Context: an optimization exercise on an open-source flow, tuned for small area, a short achievable clock period and few clock cycles. The choices shown serve that exercise and are no tape-out recipe.
Function was checked by simulation only, so behaviour that the tests miss may differ from the original.

Design ss_pipeline, start of the top module:
module ss_pipeline (
	input  logic         clock,
	input  logic         reset,
	output logic [7:0]   imem_addr,
	input  logic [47:0]  imem_data,
	output logic [2:0]   commit_valid,
	output logic [23:0]  commit_pc,
	output logic [2:0]   commit_wr_en,
	output logic [8:0]   commit_rd,
	output logic [47:0]  commit_data,
	output logic [2:0]   commit_stop,
	output logic         halted
);
	logic [2:0]  rs1, rs2;
	logic [15:0] rd1, rd2;
	logic [7:0]  reg_nz;
	logic [1:0]  d_valid, d_halt;
	logic        d_alu, d_sub, d_pred;
	logic [7:0]  d_pc;
	logic [5:0]  d_rd;
	logic [15:0] d_a, d_b;
	logic [15:0] sum;
	logic        zero;
	logic        x_wr, x_miss;
	logic [1:0]  c_valid, c_stop;
	logic        c_wr_en;
	logic [7:0]  c_pc;
	logic [5:0]  c_rd;
	logic [15:0] c_data;
	assign x_wr   = d_valid[0] && d_alu && d_rd[2:0] != 3'd0;
	assign x_miss = d_pred && zero;
	fetch_unit u_fetch (
		.clock     (clock),
		.reset     (reset),
		.imem_addr (imem_addr),
		.instr     (imem_data[31:0]),
		.rs1       (rs1),
		.rs2       (rs2),
		.rd1       (rd1),
		.rd2       (rd2),
		.reg_nz    (reg_nz),
		.x_wr      (x_wr),
		.x_rd      (d_rd[2:0]),
		.x_sum     (sum),
		.x_zero    (zero),
		.x_miss    (x_miss),
		.x_alt     (d_pc + 8'd2),
		.d_valid   (d_valid),
		.d_pc      (d_pc),
		.d_rd      (d_rd),
		.d_alu     (d_alu),
		.d_sub     (d_sub),
		.d_halt    (d_halt),
		.d_a       (d_a),
		.d_b       (d_b),
		.d_pred    (d_pred)
	);
	reg_file u_reg_file (
		.clock   (clock),
		.reset   (reset),
		.wr_en   (x_wr),
		.wr_rd   (d_rd[2:0]),
		.wr_data (sum),
		.wr_zero (zero),
		.rs1     (rs1),
		.rs2     (rs2),
		.rd1     (rd1),
		.rd2     (rd2),
		.nz      (reg_nz)
	);
	exec_stage u_exec (
		.d_sub (d_sub),
		.d_a   (d_a),
		.d_b   (d_b),
		.sum   (sum),
		.zero  (zero)
	);
	always_ff @(posedge clock) begin
		c_valid <= d_valid;
		c_pc    <= d_pc;
		c_wr_en <= d_alu;
		c_rd    <= d_rd;
		c_data  <= d_alu ? sum : 16'd0;
		c_stop  <= d_halt;
		if (!reset)
			c_valid <= '0;
	end
	assign commit_valid = {1'b0, c_valid};
	assign commit_pc    = {8'd0, c_pc + 8'd1, c_pc};
	assign commit_wr_en = {2'b00, c_wr_en};
	assign commit_rd    = {3'd0, c_rd};
	assign commit_data  = {32'd0, c_data};
	assign commit_stop  = {1'b0, c_stop};
	always_ff @(posedge clock) begin
		if (!reset)
			halted <= 1'b0;
		else if (|(c_valid & c_stop))
  ...
Size: roughly 1200 cells after synthesis, about 220 flip-flops, about 12000 sq um of cells after synthesis.
export LEC_CHECK = 0
export CAP_MARGIN = 20
export CORE_MARGIN = 2
export CORE_UTILIZATION = 35
export SETUP_SLACK_MARGIN = 3
export SLEW_MARGIN = 20
create_clock -name core_clock -period 6.0 [get_ports {clock}]
standard.sh (not shown) runs the stock make flow with config.mk's settings and CLKGATE_MAP_FILE= SYNTH_SCRIPT=/design/flow/synth_recipe.tcl, a recipe that flattens the netlist after the stock synthesis.
==> flow/flow/run.sh <==
#!/bin/bash
# The standard layout (standard synthesis, floorplan, placement, CTS,
# routing), except that the port buffers placed before global placement
# are sky130_fd_sc_hd__buf_2 rather than the flow's default choice (a
# clkdlybuf4s50 delay buffer), which is slow on the input and output
# paths. Make's full output goes to flow_make.log in this folder; ORFS
# keeps each step's log under orfs/logs.
set -euo pipefail
bash standard.sh "BUFFER_PORTS_ARGS=-buffer_cell sky130_fd_sc_hd__buf_2" finish > flow_make.log 2>&1
Testbench counts at the start, summed over its fixed seeds: cycles 7,372.
Then changed:
CORE_UTILIZATION = 30   (was 35)
GPL_ROUTABILITY_DRIVEN = 0   (was unset)
- The new run finished with timing, DRC and antenna clean
- cell area came out higher by 1.4%
- count of clock-buffer cells in the layout drops by 2
- routed wire length increases by 2.9%
Then changed:
GPL_ROUTABILITY_DRIVEN = unset   (was 0)
SETUP_SLACK_MARGIN = 3.1   (was 3)
The new run finished clean.
Routed wire length came out higher slightly.
Cell area came out higher slightly.
Die area stays the same.
Via count came out lower slightly.
Utilization came out higher by 0.54 points.
Then changed:
CORE_UTILIZATION = 55   (was 30)
SETUP_SLACK_MARGIN = 3   (was 3.1)
Routed wire length shrinks by 4.2%.
Cell count drops by about 13%.
Sequential cell count stays the same.
Cell area shrinks by about 5%.
Core utilization climbs by 27 points.
Synthesized cell count stays the same.
Global-route usage climbs by 12 points.

==> static timing again, ports no longer ideal <==
The results above use ideal ports. As a check the final layouts listed here were re-extracted and re-timed, cells and wires unchanged. Step 1 assumes that a clkbuf_16 drives the clock port and a buf_2 every other input. Step 2 adds t to the input delays and takes it off the output delays; t is the mean of the earliest and latest rising clock arrival at the registers after step 1. Input paths then give back, and output paths get back, about the clock's delay inside the block. a / b / c = ideal / step 1 / step 2; a / b = the first two.
run	t (ns)	setup slack, ns	worst hold slack (ns)	worst register clock-pin slew, ns	cell pins on the clock port's net
the first run	0.559	3.117 / 3.084 / 2.567	0.325 / 0.325 / 0.325	0.06 / 0.06	1
the second run	0.585	3.002 / 2.999 / 2.427	0.325 / 0.325 / 0.325	0.07 / 0.07	1
the third run	0.571	3.116 / 3.065 / 2.607	0.325 / 0.325 / 0.325	0.06 / 0.06	1
the fourth run	0.564	3.015 / 3.021 / 2.457	0.327 / 0.327 / 0.327	0.07 / 0.07	1
After both steps setup and hold are still met in every run listed. The setup slack of the second run, which loses most, moves by -0.003 ns with the drivers and by -0.575 ns with both steps.
